Source: an optimization exercise on an open RTL-to-GDS flow (aim: small area, a short achievable clock period and few clock cycles per item). Production flows keep margins and buffers that such runs may drop. In this exercise RTL edits were held to simulation tests only and were not proved equivalent to the original.

--- design.v ---
package fpalu_pkg;
	localparam int FIELD_BITS    = 32;
	localparam int OP_BITS       = 3;
	localparam int FRAC_BITS_DEF = 8;
	localparam int WORD_BITS_DEF = 32;
	typedef enum logic [OP_BITS-1:0] {
		OP_ADD = 3'd0,
		OP_SUB = 3'd1,
		OP_MUL = 3'd2,
		OP_DIV = 3'd3,
		OP_MIN = 3'd4,
		OP_MAX = 3'd5
	} op_t;
	typedef struct packed {
		logic [OP_BITS-1:0]           operation;
		logic signed [FIELD_BITS-1:0] operand_a;
		logic signed [FIELD_BITS-1:0] operand_b;
	} in_item_t;
	typedef struct packed {
		logic signed [FIELD_BITS-1:0] result;
		logic                         a_less;
		logic                         a_equal;
		logic                         a_greater;
		logic                         divide_by_zero;
	} out_item_t;
	typedef struct packed {
		logic               valid;
		logic [OP_BITS-1:0] op;
		logic               a_less;
		logic               a_equal;
		logic               a_greater;
		logic               div_zero;
		logic               neg;
	} ctrl_t;
endpackage
module fixed_point_q24_8_alu_unit #(
	parameter int WORD_BITS = fpalu_pkg::WORD_BITS_DEF,
	parameter int FRAC_BITS = fpalu_pkg::FRAC_BITS_DEF
) (
	input  logic      clk,
	input  logic      arst_n,
	input  logic      req_valid,
	output logic      req_ready,
	input  fpalu_pkg::in_item_t  req,
	output logic      rsp_valid,
	input  logic      rsp_ready,
	output fpalu_pkg::out_item_t rsp
);
	localparam logic [1:0] ST_FIRST = 2'd0;
	localparam logic [1:0] ST_SHIFT = 2'd1;
	localparam logic [1:0] ST_ITER  = 2'd2;
	localparam logic [1:0] ST_FIN   = 2'd3;
	logic        e_valid;
	logic [1:0]  e_st;
	logic [2:0]  e_op;
	logic [31:0] ea, eb;
	logic [30:0] xr;
	logic [39:0] xs;
	logic [5:0]  cnt;
	logic        m_prev;
	logic        f_lt, f_eq, f_gt, f_dz, f_neg;
	fpalu_pkg::out_item_t out_q, sk_q, item;
	logic        out_valid_q, sk_valid_q;
	logic        is_div, is_mul, first, done, push, adv;
	assign is_div = (e_op == fpalu_pkg::OP_DIV);
	assign is_mul = (e_op == fpalu_pkg::OP_MUL);
	assign first  = (e_st == ST_FIRST);
	assign done   = (first && !is_div && !is_mul) || (e_st == ST_FIN);
	assign adv    = ~sk_valid_q;
	assign push   = adv & e_valid & done;
	assign req_ready = adv & (~e_valid | done);
	logic lt, eq, gt;
	logic [31:0] simple;
	assign lt = (ea[31] ^ eb[31]) ? ea[31] : (ea[30:0] < eb[30:0]);
	assign eq = ea == eb;
	assign gt = ~lt & ~eq;
	always_comb begin
		case (e_op)
			fpalu_pkg::OP_ADD: simple = ea + eb;
			fpalu_pkg::OP_SUB: simple = ea - eb;
			fpalu_pkg::OP_MIN: simple = lt ? ea : eb;
			fpalu_pkg::OP_MAX: simple = gt ? ea : eb;
			default:           simple = '0;
		endcase
	end
	function automatic logic [5:0] lz32(input logic [31:0] v);
		lz32 = 6'd32;
		for (int i = 0; i < 32; i++) if (v[i]) lz32 = 6'(31 - i);
	endfunction
	logic [31:0] abs_a, abs_b;
	logic [5:0]  lza_raw, lzb_raw;
	logic [6:0]  lza_s, p0s;
	logic [5:0]  sh0;
	logic        qzero;
	assign abs_a   = ea[31] ? (~ea + 32'd1) : ea;
	assign abs_b   = eb[31] ? (~eb + 32'd1) : eb;
	assign lza_raw = lz32(ea ^ {32{ea[31]}});
	assign lzb_raw = lz32(eb ^ {32{eb[31]}});
	assign lza_s   = {1'b0, lza_raw} - {6'd0, (ea[31] && lza_raw != 6'd0)};
	assign p0s     = 7'd8 + {1'b0, lzb_raw} - lza_s;
	assign qzero   = p0s[6];
	assign sh0     = (p0s[5:0] >= 6'd39) ? 6'd0 : (6'd39 - p0s[5:0]);
	logic [70:0] dshift;
	assign dshift = {31'd0, ea, 8'd0} << cnt;
	logic [31:0] trial;
	logic [32:0] diff;
	logic        ge;
	assign trial = {xr, xs[39]};
	assign diff  = {1'b0, trial} - {1'b0, eb};
	assign ge    = ~diff[32];
	logic [39:0] ma, mp, pp0, pp1, mp_next;
	logic        bprev;
	logic        n0, o0, t0, n1, o1, t1;
	logic        mdone;
	assign ma    = first ? {{8{ea[31]}}, ea} : {xr[7:0], ea};
	assign mp    = first ? 40'd0 : xs;
	assign bprev = first ? 1'b0 : m_prev;
	assign n0 = eb[1] & ~(eb[0] & bprev);
	assign o0 = eb[0] ^ bprev;
	assign t0 = (eb[1] & ~eb[0] & ~bprev) | (~eb[1] & eb[0] & bprev);
	assign n1 = eb[3] & ~(eb[2] & eb[1]);
	assign o1 = eb[2] ^ eb[1];
	assign t1 = (eb[3] & ~eb[2] & ~eb[1]) | (~eb[3] & eb[2] & eb[1]);
	assign pp0 = ({40{o0}} & ma | {40{t0}} & {ma[38:0], 1'b0}) ^ {40{n0}};
	assign pp1 = ({40{o1}} & ma | {40{t1}} & {ma[38:0], 1'b0}) ^ {40{n1}};
	assign mp_next = mp + pp0 + {pp1[37:0], 2'b00} + {39'd0, n0} + {37'd0, n1, 2'b00};
	assign mdone = (eb[31:3] == '0) | (eb[31:3] == '1);
	logic [31:0] q_signed;
	assign q_signed = f_neg ? (~xs[31:0] + 32'd1) : xs[31:0];
	always_comb begin
		item = '0;
		if (first) begin
			item.result    = simple;
			item.a_less    = lt;
			item.a_equal   = eq;
			item.a_greater = gt;
		end else begin
			item.result         = is_div ? q_signed : xs[39:8];
			item.a_less         = f_lt;
			item.a_equal        = f_eq;
			item.a_greater      = f_gt;
			item.divide_by_zero = f_dz;
		end
	end
	always_ff @(posedge clk or negedge arst_n) begin
		if (!arst_n) begin
			e_valid <= 1'b0;
			e_st    <= ST_FIRST;
		end else if (adv) begin
			if (req_ready) begin
				e_valid <= req_valid;
				e_st    <= ST_FIRST;
			end else begin
				case (e_st)
					ST_FIRST: begin
						if (is_div) e_st <= (eb == '0 || qzero) ? ST_FIN : ST_SHIFT;
						else        e_st <= mdone ? ST_FIN : ST_ITER;
					end
					ST_SHIFT: e_st <= ST_ITER;
					ST_ITER: begin
						if (is_div) e_st <= (cnt == 6'd39) ? ST_FIN : ST_ITER;
						else        e_st <= mdone ? ST_FIN : ST_ITER;
					end
					default: e_st <= ST_FIRST;
				endcase
			end
		end
	end
	always_ff @(posedge clk) begin
		if (adv) begin
			if (req_ready) begin
				e_op <= req.operation;
				ea   <= req.operand_a;
				eb   <= req.operand_b;
			end else if (is_div) begin
				case (e_st)
					ST_FIRST: begin
						ea    <= abs_a;
						eb    <= abs_b;
						cnt   <= sh0;
						xs    <= '0;
						f_lt  <= lt;
						f_eq  <= eq;
						f_gt  <= gt;
						f_dz  <= (eb == '0);
						f_neg <= ea[31] ^ eb[31];
					end
					ST_SHIFT: begin
						xr <= dshift[70:40];
						xs <= dshift[39:0];
					end
					ST_ITER: begin
						xr  <= ge ? diff[30:0] : trial[30:0];
						xs  <= {xs[38:0], ge};
						cnt <= cnt + 6'd1;
					end
					default: ;
				endcase
			end else if (e_st != ST_FIN) begin
				if (first) begin
					f_lt  <= lt;
					f_eq  <= eq;
					f_gt  <= gt;
					f_dz  <= 1'b0;
				end
				{xr[7:0], ea} <= {ma[35:0], 4'd0};
				eb     <= {{4{eb[31]}}, eb[31:4]};
				m_prev <= eb[3];
				xs     <= mp_next;
			end
		end
	end
	logic take;
	assign take = out_valid_q & rsp_ready;
	always_ff @(posedge clk or negedge arst_n) begin
		if (!arst_n) begin
			out_valid_q <= 1'b0;
			sk_valid_q  <= 1'b0;
		end else if (take || !out_valid_q) begin
			if (sk_valid_q) begin
				out_valid_q <= 1'b1;
				sk_valid_q  <= 1'b0;
			end else begin
				out_valid_q <= push;
			end
		end else if (push) begin
			sk_valid_q <= 1'b1;
		end
	end
	always_ff @(posedge clk) begin
		if (take || !out_valid_q) out_q <= sk_valid_q ? sk_q : item;
		if (!sk_valid_q) sk_q <= item;
	end
	assign rsp_valid = out_valid_q;
	assign rsp       = out_q;
endmodule
--- run.sh ---
#!/bin/bash
# synth_recipe.tcl (not shown) runs the flow's synth.tcl, then flattens the netlist and writes it again
# the make line also repeats each setting of config.mk as NAME=value (left out here)
make -C /OpenROAD-flow-scripts/flow DESIGN_CONFIG=/design/flow/config.mk WORK_HOME=/design/flow/orfs CLKGATE_MAP_FILE= SYNTH_SCRIPT=/design/flow/synth_recipe.tcl finish
--- config.mk ---
export PLATFORM = sky130hd
export DESIGN_NAME = fixed_point_q24_8_alu_unit
export DESIGN_NICKNAME = fixed_point_q24_8_alu_unit
export VERILOG_FILES = /design/flow/design.v
export SDC_FILE = /design/flow/constraint.sdc
export NUM_CORES = 4
export LEC_CHECK = 0
export CAP_MARGIN = 20
export CORE_MARGIN = 2
export CORE_UTILIZATION = 45
export PLACE_DENSITY = 0.6
export SLEW_MARGIN = 20
--- constraint.sdc ---
create_clock -name core_clock -period 9.0 [get_ports {clk}]
set_input_delay 1.8000 -clock core_clock [delete_from_list [all_inputs] [get_ports {clk}]]
set_output_delay 1.8000 -clock core_clock [all_outputs]
set_load 0.01 [all_outputs]
==> results of run 1 <==
==> flip-flops by register name (all words and copies together), names as in the netlist, 2 cells and up <==
register,flops
xr,31
e_st,2
e_op,3
cnt,6
eb,32
xs,40
out_q,36
sk_q,36
ea,32
==> worst paths after layout <==
path,startpoint,endpoint,slack [ps],cells past startpoint
worst max-delay path,eb[1],xs[39],1830,23
worst min-delay path,sk_q[3],sk_q[3],480,1
worst max register to register,eb[1],xs[39],1830,23
worst min register to register,sk_q[3],sk_q[3],480,1
max in group asynchronous,arst_n,out_valid_q,7160,1
min in group asynchronous,arst_n,sk_valid_q,1520,1
==> worst max-delay path: stages, from the launching register on <==
cell and delay (ps):
edfxtp_1 600, inv_1 350, ha_1 200, mux2_2 700, a22oi_1 180, xnor2_1 250
fa_1 470, fa_1 520, inv_1 40, ha_1 200, a21o_1 170, a21oi_1 220
o21ai_0 140, a21oi_1 260, o21ai_0 120, and2_1 220, a41oi_1 380, o211ai_1 160
a221oi_1 560, o31ai_1 240, a41oi_1 470, a21oi_1 170, o2111ai_1 210, nand3b_1 90
==> routing by layer <==
layer / routed length (um) / vias up / GRT usage
met5: 13 / - / 0
li1: - / 12080 / -
met4: 6331 / 2 / 0.1761
met2: 48860 / 1502 / 0.5617
met3: 10920 / 276 / 0.06143
met1: 48170 / 13099 / 0.5103
==> cell families after synthesis <==
kind of cell               count (synthesis)
AOI/OAI and AO/OA                       1051
and+or+nand+nor                          945
buffers and inverters                    479
xor gates and xnor gates                 247
adders and majority gates                240
DFF                                      227
muxes                                    134
==> stage by stage <==
step	util	std cells	hold slack, ps	setup WS, ps
floorplan	-	3323	430.7	2976
CTS	0.4987	4082	478.2	1925
finish	0.4988	4083	477.1	1829
detailed placement	0.4826	4028	463.3	1958
global route	0.4987	4082	496.7	1228
global placement	0.4825	4028	459.4	2071
==> Yosys cell counts, types with 11 or more instances <==
| master | count |
|---|---|
| mux2_2 | 23 |
| fa_1 | 43 |
| mux2i_1 | 91 |
| o21ai_0 | 250 |
| and3_1 | 17 |
| o211ai_1 | 28 |
| o221ai_1 | 18 |
| a31oi_1 | 40 |
| a22oi_1 | 116 |
| or3_1 | 22 |
| o22ai_1 | 49 |
| xor2_1 | 70 |
| nor3_1 | 72 |
| dfxtp_1 | 36 |
| a211oi_1 | 37 |
| buf_1 | 30 |
| nor2_1 | 329 |
| edfxtp_1 | 186 |
| a21o_1 | 62 |
| inv_1 | 207 |
| or2_2 | 12 |
| o21bai_1 | 30 |
| nand4_1 | 19 |
| nor2b_1 | 27 |
| o21a_1 | 13 |
| nand2b_1 | 23 |
| buf_2 | 17 |
| a21oi_1 | 207 |
| o31ai_1 | 27 |
| nand2_1 | 275 |
| ha_1 | 197 |
| xnor2_1 | 177 |
| nor4_1 | 21 |
| mux4_2 | 20 |
| clkbuf_1 | 213 |
| nand3_1 | 74 |
| nand3b_1 | 11 |
| a221oi_1 | 66 |
==> cell type report <==
| type | count | share of cell area |
|---|---|---|
| Multi-Input combinational cell | 2617 | 0.6279 |
| Sequential cell | 227 | 0.2197 |
| Timing Repair Buffer | 195 | 0.05925 |
| Tap cell | 773 | 0.03304 |
| Clock buffer | 38 | 0.02809 |
| Inverter | 216 | 0.02770 |
| Clock inverter | 16 | 0.004232 |
| Antenna cell | 1 | 0.00008550 |
==> impl_results.md, run 1 <==
- CTS H-Tree Depth: 1
- Commonest non-fill, non-tap cell in the layout: nor2_1
- Antenna Nets Post-Route: 0
- Die area: roughly 61,000 um2
- Design Area, Final: 29,270 um2
- Mapped Avg Cell Area: about 8 um2
- Fmax: about 0.14 GHz
- Post-DR vias/cell: ~6.6
- Clock skew: approximately 27 ps
- Main synth FF type: edfxtp_1
- Worst Hold Class: reg -> reg
- Crit path time final: between 7000 and 8000 ps
- Wirelength per Cell: 27.99 um
- Critical Path End Type: flop
- Hpwl dp: about 86,000 um
- Top cell type's share of synthesized area: 0.2100
- Detailed Route WL: 114,300 um
- Post-synth top area cell: edfxtp_1
- Synth Area in Compound Gates: 0.2597
- Tcrit/Tclk final: 0.7968
- Die Ht: roughly 250 um
- Most frequent cells in the layout: nor2_1, nand2_1, o21ai_0, a21oi_1, inv_1
- Most area-consuming cells after synthesis: edfxtp_1, ha_1, xnor2_1
- Hold-fix buffers at CTS: 0
- Max-Cap Viols: 0
- # nets final: 3,598
- Largest family of logic cells by synthesized area: compound AO/OA/AOI/OAI gates
- Total global-route track usage: 0.3701
- Unrepaired setup endpoints after global routing: false
- Drc violations: 0
- Initial core utilization: 0.4533
- Largest net degree at the start of global routing: 80
- Mux cell area share after synthesis: 0.06092
- CP Max Fanout: 39
- CTS clk-pin slew, worst paths: about 60 ps
- Total number of vias: around 27,000
- Layout cells sized above 1: 0.06921
- Num rows: 89
- Worst slew margin relative to its limit: 0.1976
- Area of the multi-input gates: ~18,000 um2
- TritonCTS clock tree: done
- Setup TNS: 0 ps
- Fraction of registers with async set/reset: 0.02203
- Worst skew pair latency: 610 ps
- I/O pins: roughly 110
- Post-synthesis sequential area ratio: 0.2418
- Width of the chip: roughly 250 um
- Port bufs: around 110
- Core box area: approximately 59,000 um2
- Status: finished clean
- DRT iter0 DRCs: 3,368
- Syn Inst Count: around 3,300
- Hold Fails Final Rpt: 0
- Number of flops mapped to enable cells by yosys: ~190
- Vias in the first global route: around 25,000
- Initial antenna violation count: 6
- CP arrival: ~7500 ps
- First-pass GRT wire length: between 150,000 and 200,000 um
- Syn Nets: 3,634
- Post-CTS setup repair buffer count: 0
- Register bit total from synthesis: around 230
- DR pass1 iterations: 6
- Clk sink count: around 230
- Sequential cell area: 6431 um2
- Simple-gate share of the synthesized area: 0.1624
- Area Overhead vs Synth: 10.04%
- Placed cell area: 28,320 um2
- Final RePlAce weighted congestion: roughly 1
- Max clock buf depth: 3
- Final Setup Violations: 0
- CP startpoint kind: flop
- Crit Path Class: reg -> reg
- Post-Synth Adder-Cell Area: 0.1250
- XOR/XNOR Fraction of Synth Area: 0.08133
- Ys Warns: 1
- Mapped cell area: about 27,000 um2
- Max-slew violation count: 0
- Root buffer cell: clkbuf_16
- Resized Gates After CTS: 0
- CTS buffer count: 30
- GRT Residual Overflow: 0
- Distinct cells, synth: 90
- WP data required: ~9400 ps
- Slew of the pin with the lowest slew margin: between 1000 and 1500 ps
- Layout fillers: 5,660
Testbench counts, summed over its fixed seeds: cycles 120,184, items 32,000.
==> inputs of run 2 (changes only) <==
--- a/config.mk
+++ b/config.mk
@@ -9,4 +9,5 @@
 export CORE_MARGIN = 2
 export CORE_UTILIZATION = 45
 export PLACE_DENSITY = 0.6
+export SETUP_SLACK_MARGIN = 5
 export SLEW_MARGIN = 20
==> run 2 against run 1 <==
Against the previous run: still clean; sequential share of layout area down 3.0 points; final area up 16%; area after synthesis unchanged; via count up 8.5%; worst hold slack worse by 8.1 ps; wire length up 17%; cell count up 5.9%; worst setup slack better by 1500 ps; critical endpoint unchanged; largest cell class unchanged.
==> impl_results.md, run 2 <==
- Status: finished clean
- Area Overhead vs Synth: 27.75%
- Syn Inst Count: 3,323 (unchanged)
- Reg2Reg Setup Slack: 3340 ps (+1520 ps)
- First-pass GRT wire length: 187,000 um (+11%)
- Area of the multi-input gates: 20,370 um2 (+11%)
- Hpwl dp: 92,030 um (+6.8%)
- Worst Hold Class: reg -> reg
- Final RePlAce weighted congestion: 1.036 (+3.5%)
- Syn Nets: 3,634 (unchanged)
- Largest reg by FF count: xs
- Die Ht: 247.1 um (unchanged)
- Setup TNS: 0 ps (unchanged)
- Setup slack after layout: 3344 ps (+1515 ps)
- Number of flops mapped to enable cells by yosys: 186 (unchanged)
- Total number of vias: 29,261 (+8.5%)
- CP arrival: 6030 ps (-1500 ps)
- # nets final: 3,836 (+6.6%)
- Post-synth top area cell: edfxtp_1
- Most frequent cells in the layout: nor2_1, nand2_1, buf_4, edfxtp_1, inv_1
- Num rows: 89 (unchanged)
- Post-DR vias/cell: 6.769 (+2.5%)
- Crit path time final: 5656 ps (-1515 ps)
- CTS H-Tree Depth: 1 (unchanged)
- Max-Cap Viols: 0 (unchanged)
- GRT Residual Overflow: 0 (unchanged)
- Mapped Avg Cell Area: 8.005 um2 (unchanged)
- Root buffer cell: clkbuf_16
- Commonest non-fill, non-tap cell in the layout: nor2_1
- Crit Path Class: reg -> reg
- Die area: 61,070 um2 (unchanged)
- Tcrit/Tclk final: 0.6284 (-0.1684)
- Port bufs: 108 (unchanged)
- Sequential cell area: 6431 um2 (unchanged)
- Layout cells sized above 1: 0.2181 (+0.1489)
- Wirelength per Cell: 30.85 um (+10%)
- Drc violations: 0 (unchanged)
- Distinct cells, synth: 90 (unchanged)
- DRT iter0 DRCs: 3,931 (+17%)
- Most area-consuming cells after synthesis: edfxtp_1, ha_1, xnor2_1
- Layout fillers: 5,276 (-6.8%)
- Slew of the pin with the lowest slew margin: 1188 ps (-8.072 ps)
- Clk sink count: 227 (unchanged)
- I/O pins: 109 (unchanged)
- Critical Path Source: e_st[0]
- Hold path cells: 2 (+1)
- Commonest cells post-synth: nor2_1, nand2_1, o21ai_0
- Antenna Nets Post-Route: 0 (unchanged)
- Initial antenna violation count: 7 (+1)
- Top flop regs: xs: 40 flops, out_q: 36 flops, sk_q: 36 flops
- Reg-to-Reg Start: e_st[0]
- Max-slew violation count: 0 (unchanged)
- WP data required: 9370 ps (about the same)
- CP startpoint kind: flop
- Placement Setup Slack: 2762 ps (+804.3 ps)
- Critical Path End Type: flop
- Post-synthesis sequential area ratio: 0.2418 (unchanged)
- Top cell type's share of synthesized area: 0.2100 (unchanged)
- Register bit total from synthesis: 227 (unchanged)
- R2R depth: 25 (+8.7%)
- CP Max Fanout: 6 (-85%)
- TritonCTS clock tree: done
- Mapped cell area: 26,600 um2 (unchanged)
- Final core occ: 0.5790 (+0.08029)
- Clock skew: 36.34 ps (+9.211 ps)
- Hold path start: sk_q[29]
- DR pass1 iterations: 6 (unchanged)
- Max reg flops: 40 (unchanged)
- CTS clk-pin slew, worst paths: 70 ps (about the same)
- Top-count cell post-synth: nor2_1
- Initial core utilization: 0.4533 (unchanged)
- Hold WS: 469.0 ps (-8.096 ps)
- Main synth FF type: edfxtp_1
- Ys Warns: 1 (unchanged)
- Core box area: 58,690 um2 (unchanged)
- Width of the chip: 247.1 um (unchanged)
- Hold worst-path end: sk_q[29]
- Fraction of registers with async set/reset: 0.02203 (unchanged)
- Final Setup Violations: 0 (unchanged)
- Largest net degree at the start of global routing: 80 (unchanged)
- Fmax: 0.1768 GHz (+27%)
- Hold Fails Final Rpt: 0 (unchanged)
- Vias in the first global route: 27,341 (+7.7%)
- Worst slew margin relative to its limit: 0.2054 (+0.007800)
- Detailed Route WL: 133,400 um (+17%)
- Max clock buf depth: 3 (unchanged)
- Unrepaired setup endpoints after global routing: true
- CTS buffer count: 30 (unchanged)
- Worst skew pair latency: 630 ps (+20 ps)
- Total global-route track usage: 0.4188 (+0.04874)
- Worst r2r dst: xs[39]
## run 2: routing by layer
| metal | share of wire | vias to the layer above | global-route usage | routed length (um) |
|---|---|---|---|---|
| met1 | 0.38 | 14171 | 0.5434 | 50380 |
| met4 | 0.083 | 4 | 0.2567 | 11050 |
| met2 | 0.42 | 1997 | 0.6232 | 55600 |
| met5 | 0.00018 | - | 0 | 24 |
| li1 | - | 12575 | - | - |
| met3 | 0.12 | 514 | 0.1052 | 16320 |
## run 2: cells by family (layout without fill, tap and decap cells)
family,Yosys count,in the layout,share of synthesized area
and+or+nand+nor,945,946,0.1624
DFF,227,227,0.2418
xor gates and xnor gates,247,247,0.08133
other,0,1,0
adders and majority gates,240,240,0.1250
buffers and inverters,479,700,0.06887
muxes,134,136,0.06092
AOI/OAI and AO/OA,1051,1053,0.2597
## run 2: what timing repair did
item                       4_1_cts  5_1_grt
cloned                          13        6
resized for setup              269      269
pin swaps                      120      205
setup buffers                  141       79
setup endpoints to repair      214      144
hold buffers                     0        0
## run 2: critical path, cell delays in order, from the launching register on
cell       delay (ps)
dfrtp_1           390
inv_2              70
ha_4              170
nor2b_4           170
buf_6             120
mux2_4            340
a22oi_2           220
xnor2_2           110
fa_1              510
fa_2              550
inv_2              40
ha_4              150
a21o_1            160
a21oi_2           190
o21ai_2            90
a21oi_2           190
o21ai_2            90
and2_4            180
a41oi_4           290
o211ai_1          210
a221oi_2          340
o31ai_2           130
a41oi_2           260
a21oi_2           130
o2111ai_2         180
nand3b_1           90
## run 2: worst max path at each step
stage	to	slack, ps	depth (start not counted)
floorplan	xs[38]	3660	26
global placement	xs[28]	2850	22
detailed placement	xs[28]	2760	25
CTS	xs[38]	3450	27
global route	xs[39]	3160	25
finish	xs[39]	3340	25
## run 2: layout make-up
| cell class | instances | share of cell area |
|---|---|---|
| multi-input cells | 2622 | 0.5993 |
| flip-flops and latches | 227 | 0.1893 |
| repair buffers | 427 | 0.1257 |
| well taps | 773 | 0.02846 |
| inverters | 216 | 0.02600 |
| clock buffers | 35 | 0.02415 |
| clock inverters | 21 | 0.006775 |
| repair inverters | 1 | 0.0002209 |
| diodes | 1 | 0.00007364 |
## run 2: through the flow
step	cell area, um2	cells
2_1_floorplan	26880	3323
3_3_place_gp	28520	4027
3_5_place_dp	28520	4027
4_1_cts	32110	4237
5_1_grt	33980	4322
6_report	33980	4323
==> inputs of run 3 (changes only) <==
--- a/config.mk
+++ b/config.mk
@@ -5,6 +5,7 @@
 export SDC_FILE = /design/flow/constraint.sdc
 export NUM_CORES = 4
 export LEC_CHECK = 0
+export ABC_AREA = 1
 export CAP_MARGIN = 20
 export CORE_MARGIN = 2
 export CORE_UTILIZATION = 45
==> run 3 against run 2 <==
Against the previous run: still clean; sequential share of layout area down 0.62 points; critical path depth is 2 lower; die area rose by 1.2%; flip-flop and latch count did not move; synthesized cell count rose by 16%.
==> impl_results.md, run 3 <==
- Commonest non-fill, non-tap cell in the layout: nand2_1
- Total number of vias: 30,547 (+4.4%)
- Setup TNS: 0 ps (unchanged)
- First-pass GRT wire length: 180,500 um (-3.4%)
- Hpwl dp: 88,650 um (-3.7%)
- Clock skew: 30.10 ps (-6.244 ps)
- Top-count cell post-synth: nand2_1
- Worst skew pair latency: 630 ps (about the same)
- Distinct cells, synth: 74 (-18%)
- Port bufs: 108 (unchanged)
- Ys Warns: 1 (unchanged)
- Met3 WL: 12,580 um (-23%)
- Total global-route track usage: 0.3840 (-0.03478)
- Die Ht: 248.6 um (+0.60%)
- Placed Instances: 4,600 (+14%)
- Initial antenna violation count: 3 (-4)
- Max clock buf depth: 3 (unchanged)
- Max stage delay on crit path: 710 ps (+160 ps)
- Layout cells sized above 1: 0.2097 (-0.008404)
- Max-slew violation count: 0 (unchanged)
- Most frequent cells in the layout: nand2_1, inv_1, nor2_1, o21ai_0, a21oi_1
- WP data required: 9310 ps (-60 ps)
- Met2 WL post-DR: 55,050 um (-0.99%)
- Placed cell area: 28,900 um2 (+1.3%)
- CP Max Fanout: 10 (+4)
- Core box area: 59,130 um2 (+0.76%)
- CTS clk-pin slew, worst paths: 60 ps (about the same)
- GRT Residual Overflow: 0 (unchanged)
- Syn Inst Count: 3,859 (+16%)
- Layout fillers: 5,372 (+1.8%)
- Main synth FF type: edfxtp_1
- Register bit total from synthesis: 227 (unchanged)
- Worst Hold Class: reg -> reg
- Top cell type's share of synthesized area: 0.2074 (-0.002556)
- Syn Nets: 4,170 (+15%)
- Critical Path End Type: flop
- Routed length on met1: 49,610 um (-1.5%)
- Post-synthesis sequential area ratio: 0.2388 (-0.002943)
- Fmax: 0.1948 GHz (+10%)
- Fin cells: 4,903 (+13%)
- Width of the chip: 248.6 um (+0.60%)
- DRT iter0 DRCs: 4,203 (+6.9%)
- Post-synth top area cell: edfxtp_1
- TritonCTS clock tree: done
- Mapped Avg Cell Area: 6.978 um2 (-13%)
- Antenna Nets Post-Route: 0 (unchanged)
- N_diodes: 0 (-1)
- Top cell by count, worst path: a21oi_4
- DR pass1 iterations: 22 (+16)
- Top flop regs: xs: 40 flops, out_q: 36 flops, sk_q: 36 flops
- Tcrit/Tclk final: 0.5704 (-0.05804)
- Final RePlAce weighted congestion: 1.024 (-1.1%)
- Unrepaired setup endpoints after global routing: true
- Final Setup Violations: 0 (unchanged)
- Root buffer cell: clkbuf_16
- I/O pins: 109 (unchanged)
- Num rows: 89 (unchanged)
- Commonest cells post-synth: nand2_1, inv_1, a21oi_1
- # nets final: 4,417 (+15%)
- Area Overhead vs Synth: 30.49%
- Wirelength per Cell: 25.86 um (-16%)
- Max reg flops: 40 (unchanged)
- Detailed Route WL: 126,800 um (-4.9%)
- CP startpoint kind: flop
- Clk sink count: 227 (unchanged)
- Die area: 61,810 um2 (+1.2%)
- Design Area, Final: 35,140 um2 (+3.4%)
- Critical path's slowest cell: edfxtp_1
- Most area-consuming cells after synthesis: edfxtp_1, nand2_1, ha_1
- Drc violations: 0 (unchanged)
- Number of flops mapped to enable cells by yosys: 186 (unchanged)
- Vias in the first global route: 28,024 (+2.5%)
- CP arrival: 5450 ps (-580 ps)
- Largest net degree at the start of global routing: 75 (-6.3%)
- Status: finished clean
- Max-Cap Viols: 0 (unchanged)
- Post-DR vias/cell: 6.230 (-8.0%)
- CTS H-Tree Depth: 1 (unchanged)
- Crit Path Class: reg -> reg
- Crit path time final: 5133 ps (-522.3 ps)
- CTS buffer count: 30 (unchanged)
- Crit path cell chain: clkinv_1 -> o22ai_1 -> xor2_1 -> fa_1 -> inv_2 -> ha_4 -> ha_4 -> a21oi_4 -> o21ai_4 -> a21oi_4 -> o21ai_4 -> nand3_2 -> nand2_4 -> a21oi_4 -> inv_2 -> a21oi_2 -> inv_1 -> nand2_1 -> o211ai_1 -> a21boi_1 -> xnor2_1 -> nand2_1 -> o221ai_2
- Initial core utilization: 0.4554 (+0.002130)
- Hold WS: 463.0 ps (-6.033 ps)
- Fraction of registers with async set/reset: 0.02203 (unchanged)
- Mapped cell area: 26,930 um2 (+1.2%)
- Hold Fails Final Rpt: 0 (unchanged)
- Worst slew margin relative to its limit: 0.1559 (-0.04948)
- Slew of the pin with the lowest slew margin: 1263 ps (+74.75 ps)
- Top sig layer: met5
- Final core occ: 0.5942 (+0.01519)
- Largest reg by FF count: xs
-- run 3: cell count changes after synthesis, sizes merged, moves of 55 or more --
cell    delta
a21o      -55
a21oi    +136
a221oi    -59
a22oi    -114
clkbuf    -88
inv      +221
mux2i     -58
nand2    +511
o21ai    +135
o221ai    +56
o22ai     +68
xnor2     -96
xor2      +91
-- run 3: per-layer routing --
layer  track usage  vias to the layer above
li1              -                    13796
met1        0.5091                    14471
met2        0.5911                     1827
met3       0.06113                      449
met4        0.2282                        4
met5             0                        -
-- run 3: cells by family (layout without fill, tap and decap cells) --
group                      count (synthesis)  after routing  share of synthesized area
AOI/OAI and AO/OA                       1096           1096                     0.2375
xor gates and xnor gates                 242            242                    0.07871
adders and majority gates                240            240                     0.1235
buffers and inverters                    649            915                    0.09474
DFF                                      227            227                     0.2388
muxes                                     34             35                    0.01269
and+or+nand+nor                         1371           1375                     0.2140
-- run 3: final timing paths --
kind                         start          end  slack, ps  depth (start not counted)
min in group asynchronous   arst_n  out_valid_q       1460                          1
setup / recovery            ea[10]       xs[31]       3870                         23
setup reg to reg            ea[10]       xs[31]       3870                         23
hold / removal             sk_q[2]      sk_q[2]        460                          2
hold reg to reg            sk_q[2]      sk_q[2]        460                          2
max in group asynchronous   arst_n      e_st[1]       7270                          1
-- run 3: critical path, delay by kind of cell, from the launching register on --
family	cells	cell delay, ps
XOR/XNOR	2	310
AO/OA/AOI/OAI	10	1730
AND/OR/NAND/NOR	4	320
flip-flops	1	710
adder cells (fa/ha/maj)	3	940
buffers and inverters	4	820
-- run 3: final cells by class --
class                   instances  area, um2  area share
clock inverters                14      131.4    0.003739
flip-flops and latches        227       6431      0.1830
clock buffers                  42      887.1     0.02525
multi-input cells            2988      21030      0.5984
inverters                     454       1844     0.05249
well taps                     773      967.2     0.02753
repair inverters                8      88.84    0.002528
repair buffers                397       3762      0.1071
-- run 3: through the flow --
stage | setup slack (ps)
final | 3867
after global routing | 3610
after CTS | 4066
after detailed placement | 3059
after global placement | 3086
after floorplan | 4287
-- run 3: repair_timing --
item / CTS / global route
endpoints found under the setup margin: 239 / 174
buffers inserted: 126 / 102
pin swaps: 122 / 169
gates resized for setup: 413 / 245
cloned: 15 / 3
hold buffers: 0 / 0

[re-timing with driven ports]
No port has a modelled driver above. Below, the same layouts with a new extraction and two added sets of constraints. Step 1 assumes that a clkbuf_16 drives the clock port and a buf_2 every other input. Step 2 moves the port delays by t, midway between the first and last clock arrival at a register: inputs arrive t later, outputs are due t later. That takes back most of the time a late clock gives input paths. Slacks: ideal / step 1 / step 2; pairs: ideal / step 1.
run | t, ns | setup slack, ns | latest minus earliest clock arrival (ns) | cell pins on the clock port's net
run 1 | 0.665 | 1.829 / 1.829 / 1.829 | 0.027 / 0.027 | 1
run 2 | 0.678 | 3.344 / 3.344 / 3.344 | 0.036 / 0.037 | 1
run 3 | 0.675 | 3.867 / 3.867 / 3.867 | 0.030 / 0.030 | 1
After both steps every run listed still meets setup and hold.
